This is an optimization exercise on Yosys and OpenROAD, whose aim is a short achievable clock period and few clock cycles, not a production implementation. Function was checked by simulation only, so behaviour that the tests miss may differ from the original. The clock input has no modelled driver; a real chip could not lean on it and would need a root buffer or a full tree.

before:
Design rv_core, start of the top module:
module rv_core (
    input  logic        clk,
    input  logic        rst_n,
    output logic [31:0] imem_addr,
    input  logic [31:0] imem_insn,
    output logic [31:0] dmem_addr,
    output logic [31:0] dmem_wdata,
    input  logic [31:0] dmem_rdata,
    output logic        dmem_wen,
    output logic [3:0]  byte_en
);
Size: ~13,000 cells after synthesis, about 1,800 flip-flops, ~170 I/O pins.
export LEC_CHECK = 0
export CAP_MARGIN = 20
export CORE_MARGIN = 2
export CORE_UTILIZATION = 40
export PLACE_DENSITY = 0.5
export SETUP_SLACK_MARGIN = 4.0
export SLEW_MARGIN = 20
export TNS_END_PERCENT = 20
create_clock -name core_clock -period 6.5 [get_ports {clk}]
standard.sh (not shown) runs the stock make flow with config.mk's settings and CLKGATE_MAP_FILE= SYNTH_SCRIPT=/design/flow/synth_recipe.tcl, a recipe that flattens the netlist after the stock synthesis.
==> flow/flow/run.sh <==
#!/bin/bash
# The standard layout (standard.sh) with these changes:
# - synthesis runs the standard flow's synthesis script with abc given a delay-driven
#   mapping script (flow/synth.tcl, flow/speed.abc); abc maps only the logic
#   between registers, so the registers match the standard synthesis
# - adders are left to abc as plain logic (ADDER_MAP_FILE empty: no full or
#   half adder cells, which make slow carry chains)
# - ports are buffered with buf_8 instead of the delay cell buffer_ports picks
# - the clock tree is two balanced buffer levels (flow/tree.tcl, run by
#   ORFS's cts step through its PRE_CTS_TCL hook) instead of TritonCTS's three
set -euo pipefail
cd "$(dirname "$0")/.."
HERE=$(pwd)
export FLOW_ABC_SCRIPT=$HERE/flow/speed.abc
export PRE_CTS_TCL=$HERE/flow/tree.tcl
export FLOW_TREE_ROOTS=4
export FLOW_TREE_LEAVES=28
KNOBS=(ADDER_MAP_FILE= "BUFFER_PORTS_ARGS=-buffer_cell sky130_fd_sc_hd__buf_8" "SYNTH_SCRIPT=$HERE/flow/synth.tcl")
bash standard.sh "${KNOBS[@]}" synth > synth.log 2>&1
bash standard.sh "${KNOBS[@]}" > layout.log 2>&1
Other scripts of this flow, unchanged in this note and not shown: flow/flow/speed.abc, flow/flow/synth.tcl, flow/flow/tree.tcl
Testbench counts of before, summed over its fixed seeds: cycles 16,169.
The following lists how after was set up differently from before:
- CAP_MARGIN changed from 20 to 50
- SLEW_MARGIN changed from 20 to 70
--- outcome ---
In after the number of inserted diodes turned out 53% lower than in before.
before ended up with q2_w2$_SDFF_PP0_ as its source of the critical timing path; after ended up with x_a[6]$_DFF_P_.
Final worst slack: after and before compared, higher one is after
after packs its core more tightly than before.
Re length in cells of the worst reg-to-reg path: after and before aren't equal, and the higher value belongs to after.
No run of this note takes its clock network from TritonCTS; it comes from the design's own scripts or RTL.

* * *

Another version of the RTL of rv_core (not shown whole).
Size: roughly 12000 cells after synthesis, ~1600 flip-flops, roughly 170 I/O pins, roughly 0.096 mm^2 of cells after synthesis.
clock: 6.5 ns
lec_check: 0
cap_margin: 50
core_margin: 2
core_utilization: 40
place_density: 0.5
setup_slack_margin: 4.0
slew_margin: 70
tns_end_percent: 20
==> flow/flow/speed.abc <==
strash
dch
map -r -D 800
topo
buffer -p
upsize -D 800
dnsize -D 800
==> flow/flow/tree.tcl <==
# Clock tree of two buffer levels in place of TritonCTS (sourced as the
# PRE_CTS_TCL hook, it replaces the clock_tree_synthesis command cts.tcl runs).
# The clock port drives FLOW_TREE_ROOTS root buffers, each at the middle of
# an equal share of the registers; each root drives FLOW_TREE_LEAVES leaf
# buffers, each at the middle of an equal share of its registers (without
# FLOW_TREE_LEAVES: shares of at most FLOW_TREE_SINKS registers spanning at
# most FLOW_TREE_SPAN um half-perimeter). Shares are made by splitting the
# registers at the median of the longer side, so every register sees the same
# two buffers and about the same wire.

proc my_tree_split { pts n } {
  # pts: list of {iterm x y}; returns n groups of about equal size
  if { $n <= 1 } { return [list $pts] }
  set xs [lsort -integer [lmap p $pts { lindex $p 1 }]]
  set ys [lsort -integer [lmap p $pts { lindex $p 2 }]]
  set w [expr { [lindex $xs end] - [lindex $xs 0] }]
  set h [expr { [lindex $ys end] - [lindex $ys 0] }]
  set k [expr { $w >= $h ? 1 : 2 }]
  set sorted [lsort -integer -index $k $pts]
  set m [expr { $n / 2 }]
  set cut [expr { [llength $sorted] * $m / $n }]
  set a [lrange $sorted 0 [expr { $cut - 1 }]]
  set b [lrange $sorted $cut end]
  return [concat [my_tree_split $a $m] [my_tree_split $b [expr { $n - $m }]]]
}

proc my_tree_leaves { pts max_sinks max_span } {
  # split until every group has at most max_sinks sinks and a bounding box
  # half-perimeter of at most max_span (dbu)
  set xs [lsort -integer [lmap p $pts { lindex $p 1 }]]
  set ys [lsort -integer [lmap p $pts { lindex $p 2 }]]
  set span [expr { [lindex $xs end] - [lindex $xs 0] + [lindex $ys end] - [lindex $ys 0] }]
  if { [llength $pts] <= $max_sinks && $span <= $max_span } { return [list $pts] }
  set halves [my_tree_split $pts 2]
  return [concat [my_tree_leaves [lindex $halves 0] $max_sinks $max_span] \
            [my_tree_leaves [lindex $halves 1] $max_sinks $max_span]]
}

proc my_tree_center { pts } {
  set sx 0
  set sy 0
  foreach p $pts {
    set sx [expr { $sx + [lindex $p 1] }]
    set sy [expr { $sy + [lindex $p 2] }]
  }
  set n [llength $pts]
  return [list [expr { $sx / $n }] [expr { $sy / $n }]]
}

proc my_tree_buffer { block master name x y in_net out_net } {
  set inst [odb::dbInst_create $block $master $name]
  set w [[$inst getMaster] getWidth]
  set h [[$inst getMaster] getHeight]
  $inst setLocation [expr { $x - $w / 2 }] [expr { $y - $h / 2 }]
  $inst setPlacementStatus PLACED
  [$inst findITerm A] connect $in_net
  [$inst findITerm X] connect $out_net
  return $inst
}

proc clock_tree_synthesis { args } {
  set db [ord::get_db]
  set block [ord::get_db_block]
  set roots [expr { [info exists ::env(FLOW_TREE_ROOTS)] ? $::env(FLOW_TREE_ROOTS) : 4 }]
  set max_sinks [expr { [info exists ::env(FLOW_TREE_SINKS)] ? $::env(FLOW_TREE_SINKS) : 32 }]
  set max_span [expr { [info exists ::env(FLOW_TREE_SPAN)] ? $::env(FLOW_TREE_SPAN) : 100.0 }]
  set max_span [expr { int($max_span * [$block getDbUnitsPerMicron]) }]
  set master [$db findMaster sky130_fd_sc_hd__clkbuf_16]
  set port [$block findBTerm clk]
  set clk_net [$port getNet]
  set pts {}
  foreach it [$clk_net getITerms] {
    set bb [[$it getInst] getBBox]
    lappend pts [list $it [expr { ([$bb xMin] + [$bb xMax]) / 2 }] [expr { ([$bb yMin] + [$bb yMax]) / 2 }]]
  }
  puts "bench tree: [llength $pts] sinks, $roots roots, leaves of at most $max_sinks sinks"
  set r 0
  foreach group [my_tree_split $pts $roots] {
    set rnet [odb::dbNet_create $block "clk_root_$r"]
    $rnet setSigType CLOCK
    lassign [my_tree_center $group] cx cy
    my_tree_buffer $block $master "clkbuf_root_$r" $cx $cy $clk_net $rnet
    set l 0
    if { [info exists ::env(FLOW_TREE_LEAVES)] } {
      set leaf_groups [my_tree_split $group $::env(FLOW_TREE_LEAVES)]
    } else {
      set leaf_groups [my_tree_leaves $group $max_sinks $max_span]
    }
    foreach leaf $leaf_groups {
      set lnet [odb::dbNet_create $block "clk_leaf_${r}_$l"]
      $lnet setSigType CLOCK
      foreach p $leaf {
        set it [lindex $p 0]
        $it disconnect
        $it connect $lnet
      }
      lassign [my_tree_center $leaf] lx ly
      my_tree_buffer $block $master "clkbuf_leaf_${r}_$l" $lx $ly $rnet $lnet
      incr l
    }
    puts "bench tree: root $r drives $l leaves"
    incr r
  }
  $clk_net setSigType CLOCK
}
Scripts as last shown in full above: flow/flow/run.sh
Other scripts of this flow, unchanged in this note and not shown: flow/flow/synth.tcl
The starting point finished with timing, DRC and antenna clean.
Testbench counts at the start, summed over its fixed seeds: cycles 16,169.
Next try:
==> flow/flow/speed.abc (replaced) <==
strash
dch
map -r -D 800
buffer -p
upsize -D 800
dnsize -D 800
--- a/flow/flow/tree.tcl
+++ b/flow/flow/tree.tcl
@@ -5,5 +5,3 @@
-# buffers, each at the middle of an equal share of its registers (without
-# FLOW_TREE_LEAVES: shares of at most FLOW_TREE_SINKS registers spanning at
-# most FLOW_TREE_SPAN um half-perimeter). Shares are made by splitting the
-# registers at the median of the longer side, so every register sees the same
-# two buffers and about the same wire.
+# buffers, each at the middle of an equal share of its registers. Shares are
+# made by splitting the registers at the median of the longer side, so every
+# register sees the same two buffers and about the same wire.
@@ -25,12 +22,0 @@
-}
-
-proc my_tree_leaves { pts max_sinks max_span } {
-  # split until every group has at most max_sinks sinks and a bounding box
-  # half-perimeter of at most max_span (dbu)
-  set xs [lsort -integer [lmap p $pts { lindex $p 1 }]]
-  set ys [lsort -integer [lmap p $pts { lindex $p 2 }]]
-  set span [expr { [lindex $xs end] - [lindex $xs 0] + [lindex $ys end] - [lindex $ys 0] }]
-  if { [llength $pts] <= $max_sinks && $span <= $max_span } { return [list $pts] }
-  set halves [my_tree_split $pts 2]
-  return [concat [my_tree_leaves [lindex $halves 0] $max_sinks $max_span] \
-            [my_tree_leaves [lindex $halves 1] $max_sinks $max_span]]
@@ -65,3 +51 @@
-  set max_sinks [expr { [info exists ::env(FLOW_TREE_SINKS)] ? $::env(FLOW_TREE_SINKS) : 32 }]
-  set max_span [expr { [info exists ::env(FLOW_TREE_SPAN)] ? $::env(FLOW_TREE_SPAN) : 100.0 }]
-  set max_span [expr { int($max_span * [$block getDbUnitsPerMicron]) }]
+  set leaves [expr { [info exists ::env(FLOW_TREE_LEAVES)] ? $::env(FLOW_TREE_LEAVES) : 8 }]
@@ -76 +60 @@
-  puts "bench tree: [llength $pts] sinks, $roots roots, leaves of at most $max_sinks sinks"
+  puts "bench tree: [llength $pts] sinks, $roots roots of $leaves leaves"
@@ -84,6 +68 @@
-    if { [info exists ::env(FLOW_TREE_LEAVES)] } {
-      set leaf_groups [my_tree_split $group $::env(FLOW_TREE_LEAVES)]
-    } else {
-      set leaf_groups [my_tree_leaves $group $max_sinks $max_span]
-    }
-    foreach leaf $leaf_groups {
+    foreach leaf [my_tree_split $group $leaves] {
@@ -101 +79,0 @@
-    puts "bench tree: root $r drives $l leaves"
Settings changed: CAP_MARGIN 50 to 20, SLEW_MARGIN 70 to 20.
The changed run finished with timing, DRC and antenna clean.
Utilization went down by 3.0 points.
Wire length went up by about 0.37%.
Final area went down by about 6%.
Flip-flop and latch count does not change.
Via count went down by about 0.9%.
Area after synthesis stays the same.
Global-route usage went down by 0.18 points.
No run of this note takes its clock network from TritonCTS; it comes from the design's own scripts or RTL.

==> port drivers added, routing unchanged <==
No port has a modelled driver above. Below, the same layouts with a new extraction and two added sets of constraints.
Step 1 (the two cells are an assumption about what drives the block):
set clk [get_ports {clk}]
set_driving_cell -lib_cell sky130_fd_sc_hd__clkbuf_16 $clk
set_driving_cell -lib_cell sky130_fd_sc_hd__buf_2 [delete_from_list [all_inputs] $clk]
Step 2, shift: input delay + t, output delay - t, t = (earliest + latest rising clock arrival at the registers) / 2. This alone moves slack from input paths to output paths.
Slacks: ideal / step 1 / step 2; pairs: ideal / step 1.
run	t (ns)	setup WS [ns]	latest minus earliest clock arrival (ns)	cell pins on the clock port's net
before	0.986	3.645 / 3.488 / 3.086	0.137 / 0.136	4
after	0.966	3.697 / 3.543 / 3.170	0.118 / 0.117	4
the first run of note 2	0.913	3.587 / 3.575 / 3.317	0.116 / 0.116	4
the second run of note 2	0.910	3.650 / 3.545 / 3.372	0.124 / 0.124	4
After both steps every run listed still meets setup and hold. The setup slack of before, which loses most, moves by -0.157 ns with the drivers and by -0.559 ns with both steps.
